Background: an optimization exercise with open tools, aiming at small area, a short achievable clock period and few clock cycles per item. Do not read the settings as production practice.
Function was checked by simulation only, so behaviour that the tests miss may differ from the original.

==> try-garnet <==
==> flow/design.v (excerpt) <==
module ldpc_decoder_top #(
    parameter int NUM_ITER_MAX = 10
) (
    input  logic               clk,
    input  logic               rst_n,
    input  logic               in_req,
    input  logic [1:0]         in_col,
    input  ldpc_pkg::llr_vec_t in_llr,
    input  ldpc_pkg::iter_t    max_iter,
    output logic               in_ack,
    input  logic               out_ack,
    output logic               out_req,
    output logic [31:0]        decoded,
    output ldpc_pkg::iter_t    iterations_used,
    output logic               decode_success,
    output logic [15:0]        cycle_count
);
Settings: LEC_CHECK=0, ABC_AREA=1, CAP_MARGIN=20, CORE_MARGIN=2, CORE_UTILIZATION=65, SLEW_MARGIN=20; clock period 15.0 ns.
run.sh (not shown) runs the stock make flow with config.mk's settings and CLKGATE_MAP_FILE= SYNTH_SCRIPT=/design/flow/synth_recipe.tcl, a recipe that flattens the netlist after the stock synthesis.
==> try-umber: changes against try-garnet <==
--- a/flow/design.v
+++ b/flow/design.v
@@ -69,57 +69,52 @@
                 logic [5:0] x;
                 x = fbuf_d[(j*8 + ((p + j) % 8))*6 +: 6];
                 ld[(j*8 + p)*6 +: 6] = {x[5], x[4:1], x[0] | (x[5] & ~|x[4:0])};
             end
         end
     end
-    logic       a_v, a_row;
+    logic       a_v, a_row, a_first;
     logic [3:0] a_k, a_lim;
     logic [1:0] a_tag;
-    logic       p_v, p_row, p_last;
+    logic       p_v, p_row, p_first;
     logic [3:0] p_k, p_lim;
     logic [1:0] p_tag;
-    logic       c_v, c_last;
-    logic [3:0] c_k;
-    logic [1:0] c_tag;
-    logic       fin, kill;
+    logic       check, fin;
     logic [2:0] seq;            
     logic [2:0] optr;           
     logic [2:0] inflight;       
     logic [3:0] r_valid;
     logic       out_done;
-    assign fin      = c_v && (syndrome_zero || c_last);
-    assign kill     = fin && !c_last;        
+    assign check    = a_v && !a_row && !a_first;
+    assign fin      = check && (syndrome_zero || a_k >= a_lim);
     assign inflight = seq - optr;
-    assign slot_free = !p_v || p_last;
-    assign start    = slot_free && buf_full && !inflight[2];
+    assign start    = !p_v && buf_full && !inflight[2];
     assign row_p    = p_row;
+    assign slot_free = !p_v;
     assign out_done = out_req && out_ack;
     always_ff @(posedge clk or negedge rst_n) begin
         if (!rst_n) begin
             in_ack   <= 1'b0;
             stg_v    <= 1'b0;
             beat_cnt <= '0;
             buf_full <= 1'b0;
             a_v      <= 1'b0;
             p_v      <= 1'b0;
-            c_v      <= 1'b0;
             seq      <= '0;
             optr     <= '0;
             r_valid  <= '0;
             out_req  <= 1'b0;
         end else begin
             in_ack <= in_ack ? in_req : acc;
             stg_v  <= acc;
             if (acc) beat_cnt <= beat_cnt + 1'b1;
             buf_full <= (acc && beat_cnt == 2'd3) || (buf_full && !start);
-            p_v <= a_v && !kill;
-            a_v <= (p_v && !p_last) || start;
-            c_v <= p_v && p_row;
+            p_v <= a_v && !fin;
+            a_v <= p_v || start;
             if (start) seq <= seq + 1'b1;
-            if (fin) r_valid[c_tag] <= 1'b1;
+            if (fin) r_valid[a_tag] <= 1'b1;
             if (out_done) optr <= optr + 1'b1;
             if (out_req) begin
                 if (out_ack) begin
                     out_req         <= 1'b0;
                     r_valid[optr[1:0]] <= 1'b0;
                 end
@@ -127,145 +122,129 @@
                 out_req <= 1'b1;
             end
         end
     end
     always_ff @(posedge clk) begin
         p_row   <= a_row;
-        p_last  <= a_row && (a_k + 1'b1 >= a_lim);
+        p_first <= a_first;
         p_k     <= a_k;
         p_lim   <= a_lim;
         p_tag   <= a_tag;
-        c_last  <= p_last;
-        c_k     <= p_k + 1'b1;
-        c_tag   <= p_tag;
         if (slot_free) begin
             a_row   <= 1'b0;
+            a_first <= 1'b1;
             a_k     <= '0;
             a_lim   <= flim_d;
             a_tag   <= seq[1:0];
         end else begin
             a_row   <= !p_row;
+            a_first <= 1'b0;
             a_k     <= p_k + 4'(p_row);
             a_lim   <= p_lim;
             a_tag   <= p_tag;
         end
     end
     logic [3:0][31:0] r_dec;
     logic [3:0][3:0]  r_it;
     logic [3:0]       r_ok;
+    logic [3:0][5:0]  r_cc;
     always_ff @(posedge clk) begin
         for (int t = 0; t < 4; t++) begin
-            if (fin && c_tag == 2'(t)) begin
+            if (fin && a_tag == 2'(t)) begin
                 r_dec[t] <= hard_bits;
-                r_it[t]  <= c_k;
+                r_it[t]  <= a_k;
                 r_ok[t]  <= syndrome_zero;
+                r_cc[t]  <= {2'b00, a_k} + {a_k, 2'b00};
             end
         end
     end
     always_ff @(posedge clk) begin
         if (!out_req) begin
             decoded         <= r_dec[optr[1:0]];
             iterations_used <= r_it[optr[1:0]];
             decode_success  <= r_ok[optr[1:0]];
-            cycle_count     <= {12'd0, r_it[optr[1:0]]} + {10'd0, r_it[optr[1:0]], 2'b00};
+            cycle_count     <= {10'd0, r_cc[optr[1:0]]};
         end
     end
 endmodule
 `timescale 1ns/1ps
 module app_memory (
     input  logic         clk,
     input  logic         start,        
     input  logic         row,          
     input  logic [191:0] ld,
     input  logic [191:0] upd,
-    output logic [191:0] app,
-    output logic [31:0]  hard_q        
+    output logic [191:0] app
 );
     logic [191:0] rot;
     for (genvar j = 0; j < 4; j++) begin : g_col
         localparam int D0 = (j == 0) ? 0 : (j == 1) ? 6 : (j == 2) ? 5 : 4;
         localparam int D1 = (j == 0) ? 0 : (j == 1) ? 2 : (j == 2) ? 3 : 4;
         for (genvar p = 0; p < 8; p++) begin : g_lane
             localparam int I0 = (p + 8 - D0) % 8;
             localparam int I1 = (p + 8 - D1) % 8;
             assign rot[(j*8 + p)*6 +: 6] = row ? upd[(j*8 + I1)*6 +: 6] : upd[(j*8 + I0)*6 +: 6];
         end
     end
     always_ff @(posedge clk) begin
-        for (int j = 0; j < 4; j++) begin
-            for (int i = 0; i < 8; i++) begin
-                hard_q[j*8 + ((i + ((j == 0) ? 0 : (j == 1) ? 3 : (j == 2) ? 5 : 7)) % 8)] <=
-                    upd[(j*8 + i)*6 + 5];
-            end
-        end
-    end
-    always_ff @(posedge clk) begin
         if (start)
             app <= ld;
         else
             app <= rot;
     end
 endmodule
 `timescale 1ns/1ps
 module cn_stage1 (
     input  logic [23:0] app,         
     input  logic [23:0] nr,          
-    output logic [27:0] d,           
+    output logic [23:0] q,
     output logic [19:0] sc,          
     output logic [5:0]  lt           
 );
-    logic [5:0] ad [4];
+    logic [4:0] mq [4];
     always_comb begin
         for (int j = 0; j < 4; j++) begin
-            logic [6:0] dj;
-            logic [4:0] mq;
+            logic [6:0] d;
+            logic [5:0] qj;
             logic [6:0] t;
-            dj = {app[6*j+5], app[6*j +: 6]} + {nr[6*j+5], nr[6*j +: 6]};
-            d[7*j +: 7] = dj;
-            ad[j] = (dj[5:0] ^ {6{dj[6]}}) + {5'd0, dj[6]};
-            mq = ad[j][5] ? 5'd31 : ad[j][4:0];
-            t  = {2'b00, mq} + {1'b0, mq, 1'b0};
+            d  = {app[6*j+5], app[6*j +: 6]} + {nr[6*j+5], nr[6*j +: 6]};
+            if (!d[6] && d[5])
+                qj = 6'b011111;
+            else if (d[6] && (!d[5] || d[4:0] == 5'd0))
+                qj = 6'b100001;
+            else
+                qj = d[5:0];
+            q[6*j +: 6] = qj;
+            mq[j] = (qj[4:0] ^ {5{qj[5]}}) + {4'd0, qj[5]};
+            t = {2'b00, mq[j]} + {1'b0, mq[j], 1'b0};
             sc[5*j +: 5] = t[6:2];
         end
-        lt[0] = ad[1] < ad[0];
-        lt[1] = ad[2] < ad[0];
-        lt[2] = ad[2] < ad[1];
-        lt[3] = ad[3] < ad[0];
-        lt[4] = ad[3] < ad[1];
-        lt[5] = ad[3] < ad[2];
+        lt[0] = mq[1] < mq[0];
+        lt[1] = mq[2] < mq[0];
+        lt[2] = mq[2] < mq[1];
+        lt[3] = mq[3] < mq[0];
+        lt[4] = mq[3] < mq[1];
+        lt[5] = mq[3] < mq[2];
     end
 endmodule
 module cn_stage2 (
-    input  logic [27:0] d,           
+    input  logic [23:0] q,
     input  logic [19:0] sc,
     input  logic [5:0]  lt,
     output logic [23:0] app_new,
     output logic [15:0] msg_new      
 );
     logic [4:0] s [4];
     logic [4:0] rm [4];       
     logic       l10, l20, l21, l30, l31, l32;
     logic [3:0] amin;         
     logic [3:0] sq;
     logic       par;
-    logic [23:0] q;           
     assign {l32, l31, l30, l21, l20, l10} = lt;
     always_comb begin
         for (int j = 0; j < 4; j++) begin
-            logic [6:0] dj;
-            dj = d[7*j +: 7];
-            if (!dj[6] && dj[5])
-                q[6*j +: 6] = 6'b011111;
-            else if (dj[6] && (!dj[5] || dj[4:0] == 5'd0))
-                q[6*j +: 6] = 6'b100001;
-            else
-                q[6*j +: 6] = dj[5:0];
-        end
-    end
-    always_comb begin
-        for (int j = 0; j < 4; j++) begin
             s[j]  = sc[5*j +: 5];
             sq[j] = q[6*j + 5];
         end
         rm[0] = (!l21 && !l31) ? s[1] : (!l32 ? s[2] : s[3]);
         rm[1] = (!l20 && !l30) ? s[0] : (!l32 ? s[2] : s[3]);
         rm[2] = ( l10 && !l31) ? s[1] : (!l30 ? s[0] : s[3]);
@@ -304,19 +283,19 @@
 module layer_unit (
     input  logic         clk,
     input  logic         msg_clear,    
     input  logic [191:0] app,          
     output logic [191:0] upd           
 );
-    logic [223:0] p_d;
+    logic [191:0] p_q;
     logic [159:0] p_sc;
     logic [47:0]  p_lt;
     logic [127:0] m2, m1;
     logic [191:0] m0;
     logic [127:0] msg_n;
-    logic [223:0] s1_d;
+    logic [191:0] s1_q;
     logic [159:0] s1_sc;
     logic [47:0]  s1_lt;
     logic [191:0] x_nr;
     for (genvar i = 0; i < 8; i++) begin : g_cn
         logic [23:0] a_in, nr_in, a_out;
         for (genvar j = 0; j < 4; j++) begin : g_col
@@ -324,18 +303,18 @@
             assign upd[(j*8 + i)*6 +: 6]  = a_out[6*j +: 6];
         end
         assign nr_in = m0[24*i +: 24];
         cn_stage1 u_s1 (
             .app (a_in),
             .nr  (nr_in),
-            .d   (s1_d[28*i +: 28]),
+            .q   (s1_q[24*i +: 24]),
             .sc  (s1_sc[20*i +: 20]),
             .lt  (s1_lt[6*i +: 6])
         );
         cn_stage2 u_s2 (
-            .d       (p_d[28*i +: 28]),
+            .q       (p_q[24*i +: 24]),
             .sc      (p_sc[20*i +: 20]),
             .lt      (p_lt[6*i +: 6]),
             .app_new (a_out),
             .msg_new (msg_n[16*i +: 16])
         );
         always_comb begin
@@ -346,13 +325,13 @@
                 mg = (c[11:10] == 2'(j)) ? c[9:5] : c[4:0];
                 x_nr[24*i + 6*j +: 6] = c[12 + j] ? {1'b0, mg} : -{1'b0, mg};
             end
         end
     end
     always_ff @(posedge clk) begin
-        p_d  <= s1_d;
+        p_q  <= s1_q;
         p_sc <= s1_sc;
         p_lt <= s1_lt;
         m1   <= m2;
         if (msg_clear) begin
             m2 <= '0;
             m0 <= '0;
@@ -361,22 +340,27 @@
             m0 <= x_nr;
         end
     end
 endmodule
 `timescale 1ns/1ps
 module syndrome_check (
-    input  logic [31:0] hard_bits,
-    output logic        syndrome_zero
+    input  logic [191:0] app,
+    output logic [31:0]  hard_bits,      
+    output logic         syndrome_zero
 );
+    logic [31:0] hp;    
     logic [15:0] syn;
     always_comb begin
+        for (int k = 0; k < 32; k++)
+            hp[k] = app[6*k + 5];
+        for (int j = 0; j < 4; j++)
+            for (int i = 0; i < 8; i++)
+                hard_bits[j*8 + i] = hp[j*8 + ((i + 8 - j) % 8)];
         for (int i = 0; i < 8; i++) begin
-            syn[i]     = hard_bits[i] ^ hard_bits[8 + ((i + 1) % 8)] ^
-                         hard_bits[16 + ((i + 2) % 8)] ^ hard_bits[24 + ((i + 3) % 8)];
-            syn[8 + i] = hard_bits[i] ^ hard_bits[8 + ((i + 3) % 8)] ^
-                         hard_bits[16 + ((i + 5) % 8)] ^ hard_bits[24 + ((i + 7) % 8)];
+            syn[i]     = hp[i] ^ hp[8 + i] ^ hp[16 + i] ^ hp[24 + i];
+            syn[8 + i] = hp[i] ^ hp[8 + ((i + 2) % 8)] ^ hp[16 + ((i + 3) % 8)] ^ hp[24 + ((i + 4) % 8)];
         end
     end
     assign syndrome_zero = ~|syn;
 endmodule
 `timescale 1ns/1ps
 module ldpc_decoder_top #(
@@ -427,21 +411,21 @@
     );
     app_memory u_app (
         .clk   (clk),
         .start (slot_free),
         .row   (row_p),
         .ld    (ld),
-        .upd    (upd),
-        .app    (app),
-        .hard_q (hard_bits)
+        .upd   (upd),
+        .app   (app)
     );
     layer_unit u_layer (
         .clk       (clk),
         .msg_clear (slot_free),
         .app       (app),
         .upd       (upd)
     );
     syndrome_check u_syn (
+        .app           (app),
         .hard_bits     (hard_bits),
         .syndrome_zero (syndrome_zero)
     );
 endmodule
--- a/flow/config.mk
+++ b/flow/config.mk
@@ -5,8 +5,8 @@
 export SDC_FILE = /design/flow/constraint.sdc
 export NUM_CORES = 4
 export LEC_CHECK = 0
 export ABC_AREA = 1
 export CAP_MARGIN = 20
 export CORE_MARGIN = 2
-export CORE_UTILIZATION = 65
+export CORE_UTILIZATION = 40
 export SLEW_MARGIN = 20
==> try-lagoon: changes against try-garnet <==
--- a/flow/design.v
+++ b/flow/design.v
@@ -23,13 +23,12 @@
     input  logic [3:0]   max_iter,
     input  logic         out_ack,
     input  logic         syndrome_zero,
     input  logic [31:0]  hard_bits,
     output logic         in_ack,
     output logic         slot_free,    
-    output logic         row_p,
     output logic [191:0] ld,
     output logic         out_req,
     output logic [31:0]  decoded,
     output logic [3:0]   iterations_used,
     output logic         decode_success,
     output logic [15:0]  cycle_count
@@ -89,13 +88,12 @@
     logic       out_done;
     assign fin      = c_v && (syndrome_zero || c_last);
     assign kill     = fin && !c_last;        
     assign inflight = seq - optr;
     assign slot_free = !p_v || p_last;
     assign start    = slot_free && buf_full && !inflight[2];
-    assign row_p    = p_row;
     assign out_done = out_req && out_ack;
     always_ff @(posedge clk or negedge rst_n) begin
         if (!rst_n) begin
             in_ack   <= 1'b0;
             stg_v    <= 1'b0;
             beat_cnt <= '0;
@@ -159,71 +157,70 @@
                 r_it[t]  <= c_k;
                 r_ok[t]  <= syndrome_zero;
             end
         end
     end
     always_ff @(posedge clk) begin
-        if (!out_req) begin
-            decoded         <= r_dec[optr[1:0]];
-            iterations_used <= r_it[optr[1:0]];
-            decode_success  <= r_ok[optr[1:0]];
-            cycle_count     <= {12'd0, r_it[optr[1:0]]} + {10'd0, r_it[optr[1:0]], 2'b00};
-        end
+        decoded         <= r_dec[optr[1:0]];
+        iterations_used <= r_it[optr[1:0]];
+        decode_success  <= r_ok[optr[1:0]];
+        cycle_count     <= {12'd0, r_it[optr[1:0]]} + {10'd0, r_it[optr[1:0]], 2'b00};
     end
 endmodule
 `timescale 1ns/1ps
 module app_memory (
     input  logic         clk,
     input  logic         start,        
-    input  logic         row,          
     input  logic [191:0] ld,
-    input  logic [191:0] upd,
+    input  logic [191:0] upd,          
     output logic [191:0] app,
     output logic [31:0]  hard_q        
 );
-    logic [191:0] rot;
+    logic [191:0] nxt;
     for (genvar j = 0; j < 4; j++) begin : g_col
-        localparam int D0 = (j == 0) ? 0 : (j == 1) ? 6 : (j == 2) ? 5 : 4;
-        localparam int D1 = (j == 0) ? 0 : (j == 1) ? 2 : (j == 2) ? 3 : 4;
-        for (genvar p = 0; p < 8; p++) begin : g_lane
-            localparam int I0 = (p + 8 - D0) % 8;
-            localparam int I1 = (p + 8 - D1) % 8;
-            assign rot[(j*8 + p)*6 +: 6] = row ? upd[(j*8 + I1)*6 +: 6] : upd[(j*8 + I0)*6 +: 6];
+        localparam int E = (j == 0) ? 0 : (j == 1) ? 2 : (j == 2) ? 3 : 4;
+        for (genvar k = 0; k < 8; k++) begin : g_lane
+            assign nxt[(j*8 + ((E + 8 - k) % 8))*6 +: 6] = upd[(j*8 + k)*6 +: 6];
         end
     end
     always_ff @(posedge clk) begin
         for (int j = 0; j < 4; j++) begin
-            for (int i = 0; i < 8; i++) begin
-                hard_q[j*8 + ((i + ((j == 0) ? 0 : (j == 1) ? 3 : (j == 2) ? 5 : 7)) % 8)] <=
-                    upd[(j*8 + i)*6 + 5];
+            for (int k = 0; k < 8; k++) begin
+                hard_q[j*8 + ((((j == 0) ? 0 : (j == 1) ? 3 : (j == 2) ? 5 : 7) + 8 - k) % 8)] <=
+                    upd[(j*8 + k)*6 + 5];
             end
         end
     end
     always_ff @(posedge clk) begin
         if (start)
             app <= ld;
         else
-            app <= rot;
+            app <= nxt;
     end
 endmodule
 `timescale 1ns/1ps
 module cn_stage1 (
     input  logic [23:0] app,         
     input  logic [23:0] nr,          
-    output logic [27:0] d,           
+    output logic [23:0] q,           
     output logic [19:0] sc,          
     output logic [5:0]  lt           
 );
     logic [5:0] ad [4];
     always_comb begin
         for (int j = 0; j < 4; j++) begin
             logic [6:0] dj;
             logic [4:0] mq;
             logic [6:0] t;
             dj = {app[6*j+5], app[6*j +: 6]} + {nr[6*j+5], nr[6*j +: 6]};
-            d[7*j +: 7] = dj;
+            if (!dj[6] && dj[5])
+                q[6*j +: 6] = 6'b011111;
+            else if (dj[6] && (!dj[5] || dj[4:0] == 5'd0))
+                q[6*j +: 6] = 6'b100001;
+            else
+                q[6*j +: 6] = dj[5:0];
             ad[j] = (dj[5:0] ^ {6{dj[6]}}) + {5'd0, dj[6]};
             mq = ad[j][5] ? 5'd31 : ad[j][4:0];
             t  = {2'b00, mq} + {1'b0, mq, 1'b0};
             sc[5*j +: 5] = t[6:2];
         end
         lt[0] = ad[1] < ad[0];
@@ -232,40 +229,27 @@
         lt[3] = ad[3] < ad[0];
         lt[4] = ad[3] < ad[1];
         lt[5] = ad[3] < ad[2];
     end
 endmodule
 module cn_stage2 (
-    input  logic [27:0] d,           
+    input  logic [23:0] q,           
     input  logic [19:0] sc,
     input  logic [5:0]  lt,
     output logic [23:0] app_new,
     output logic [15:0] msg_new      
 );
     logic [4:0] s [4];
     logic [4:0] rm [4];       
     logic       l10, l20, l21, l30, l31, l32;
     logic [3:0] amin;         
     logic [3:0] sq;
     logic       par;
-    logic [23:0] q;           
     assign {l32, l31, l30, l21, l20, l10} = lt;
     always_comb begin
         for (int j = 0; j < 4; j++) begin
-            logic [6:0] dj;
-            dj = d[7*j +: 7];
-            if (!dj[6] && dj[5])
-                q[6*j +: 6] = 6'b011111;
-            else if (dj[6] && (!dj[5] || dj[4:0] == 5'd0))
-                q[6*j +: 6] = 6'b100001;
-            else
-                q[6*j +: 6] = dj[5:0];
-        end
-    end
-    always_comb begin
-        for (int j = 0; j < 4; j++) begin
             s[j]  = sc[5*j +: 5];
             sq[j] = q[6*j + 5];
         end
         rm[0] = (!l21 && !l31) ? s[1] : (!l32 ? s[2] : s[3]);
         rm[1] = (!l20 && !l30) ? s[0] : (!l32 ? s[2] : s[3]);
         rm[2] = ( l10 && !l31) ? s[1] : (!l30 ? s[0] : s[3]);
@@ -304,19 +288,19 @@
 module layer_unit (
     input  logic         clk,
     input  logic         msg_clear,    
     input  logic [191:0] app,          
     output logic [191:0] upd           
 );
-    logic [223:0] p_d;
+    logic [191:0] p_q;
     logic [159:0] p_sc;
     logic [47:0]  p_lt;
     logic [127:0] m2, m1;
     logic [191:0] m0;
     logic [127:0] msg_n;
-    logic [223:0] s1_d;
+    logic [191:0] s1_q;
     logic [159:0] s1_sc;
     logic [47:0]  s1_lt;
     logic [191:0] x_nr;
     for (genvar i = 0; i < 8; i++) begin : g_cn
         logic [23:0] a_in, nr_in, a_out;
         for (genvar j = 0; j < 4; j++) begin : g_col
@@ -324,18 +308,18 @@
             assign upd[(j*8 + i)*6 +: 6]  = a_out[6*j +: 6];
         end
         assign nr_in = m0[24*i +: 24];
         cn_stage1 u_s1 (
             .app (a_in),
             .nr  (nr_in),
-            .d   (s1_d[28*i +: 28]),
+            .q   (s1_q[24*i +: 24]),
             .sc  (s1_sc[20*i +: 20]),
             .lt  (s1_lt[6*i +: 6])
         );
         cn_stage2 u_s2 (
-            .d       (p_d[28*i +: 28]),
+            .q       (p_q[24*i +: 24]),
             .sc      (p_sc[20*i +: 20]),
             .lt      (p_lt[6*i +: 6]),
             .app_new (a_out),
             .msg_new (msg_n[16*i +: 16])
         );
         always_comb begin
@@ -346,13 +330,13 @@
                 mg = (c[11:10] == 2'(j)) ? c[9:5] : c[4:0];
                 x_nr[24*i + 6*j +: 6] = c[12 + j] ? {1'b0, mg} : -{1'b0, mg};
             end
         end
     end
     always_ff @(posedge clk) begin
-        p_d  <= s1_d;
+        p_q  <= s1_q;
         p_sc <= s1_sc;
         p_lt <= s1_lt;
         m1   <= m2;
         if (msg_clear) begin
             m2 <= '0;
             m0 <= '0;
@@ -394,13 +378,12 @@
     output logic [31:0]        decoded,
     output ldpc_pkg::iter_t    iterations_used,
     output logic               decode_success,
     output logic [15:0]        cycle_count
 );
     logic         slot_free;
-    logic         row_p;
     logic [191:0] ld;
     logic [191:0] app;
     logic [191:0] upd;
     logic [31:0]  hard_bits;
     logic         syndrome_zero;
     decode_ctrl #(
@@ -414,24 +397,22 @@
         .max_iter        (max_iter),
         .out_ack         (out_ack),
         .syndrome_zero   (syndrome_zero),
         .hard_bits       (hard_bits),
         .in_ack          (in_ack),
         .slot_free       (slot_free),
-        .row_p           (row_p),
         .ld              (ld),
         .out_req         (out_req),
         .decoded         (decoded),
         .iterations_used (iterations_used),
         .decode_success  (decode_success),
         .cycle_count     (cycle_count)
     );
     app_memory u_app (
         .clk   (clk),
         .start (slot_free),
-        .row   (row_p),
         .ld    (ld),
         .upd    (upd),
         .app    (app),
         .hard_q (hard_bits)
     );
     layer_unit u_layer (
==> flow/flow/run.sh (new file) <==
#!/bin/bash
# Layout flow: the standard flow, with the port buffers made of
# sky130_fd_sc_hd__buf_4 instead of the default (slower) delay buffer.
set -euo pipefail
export BUFFER_PORTS_ARGS="-buffer_cell sky130_fd_sc_hd__buf_4"
bash standard.sh > standard_flow.log 2>&1
==> flow/standard.sh (new file) <==
#!/bin/bash
# synth_recipe.tcl (not shown) runs the flow's synth.tcl, then flattens the netlist and writes it again
# the make line also repeats each setting of config.mk as NAME=value (left out here)
make -C /OpenROAD-flow-scripts/flow DESIGN_CONFIG=/design/flow/config.mk WORK_HOME=/design/flow/orfs CLKGATE_MAP_FILE= SYNTH_SCRIPT=/design/flow/synth_recipe.tcl "${@:-finish}"
--- a/flow/config.mk
+++ b/flow/config.mk
@@ -5,8 +5,10 @@
 export SDC_FILE = /design/flow/constraint.sdc
 export NUM_CORES = 4
 export LEC_CHECK = 0
 export ABC_AREA = 1
 export CAP_MARGIN = 20
 export CORE_MARGIN = 2
-export CORE_UTILIZATION = 65
+export CORE_UTILIZATION = 75
+export CTS_CLUSTER_DIAMETER = 100
+export CTS_CLUSTER_SIZE = 25
 export SLEW_MARGIN = 20
removed: flow/run.sh
==> summary.txt <==
- try-garnet completed without violations. try-lagoon ran to the end with no violations. try-umber produced a clean layout.
- Utilization: try-umber < try-garnet < try-lagoon.
- Between try-umber and try-lagoon, the lower maximum frequency is in try-umber (gap about 10%, measured against try-lagoon).
- The highest cell count belongs to try-umber, the lowest to try-lagoon.
- In routed wire length, try-garnet and try-umber hardly differ.
- The lowest flip-flop and latch count belongs to try-umber, the highest to try-garnet.
- Global-route usage: try-lagoon is higher than try-umber (19 points).
- The lowest first-iteration DRC count belongs to try-umber, the highest to try-lagoon.
- Clock skew: try-umber > try-lagoon > try-garnet.
- Via count: try-lagoon > try-garnet > try-umber.
- Of try-garnet and try-umber, try-garnet has the higher critical path depth (gap 19).
Testbench counts of try-garnet, summed over its fixed seeds: cycles 13,359, frames 1,200.
Testbench counts of try-umber, summed over its fixed seeds: cycles 13,600, frames 1,200.
Testbench counts of try-lagoon, summed over its fixed seeds: cycles 13,359, frames 1,200.

==> afterwards: timing with drivers on the ports <==
No port has a modelled driver above. Below, the same layouts with a new extraction and two added sets of constraints. Step 1 sets driving cells, clkbuf_16 on the clock port and buf_2 on the other inputs (assumed; they add their load-dependent delay and slew). Step 2 adds t to the input delays and takes it off the output delays; t is the mean of the earliest and latest rising clock arrival at the registers after step 1. Input paths then give back, and output paths get back, about the clock's delay inside the block. Slacks: no drivers / after step 1 / after step 2; pairs: no drivers / after step 1.
| run | shift t [ns] | setup slack, ns | hold slack, ns |
|---|---|---|---|
| try-garnet | 0.891 | 10.253 / 10.182 / 10.253 | 0.318 / 0.318 / 0.318 |
| try-umber | 0.911 | 10.247 / 10.153 / 10.383 | 0.282 / 0.282 / 0.282 |
| try-lagoon | 0.797 | 10.713 / 10.630 / 10.871 | 0.331 / 0.331 / 0.331 |
After both steps setup and hold are still met in every run listed.
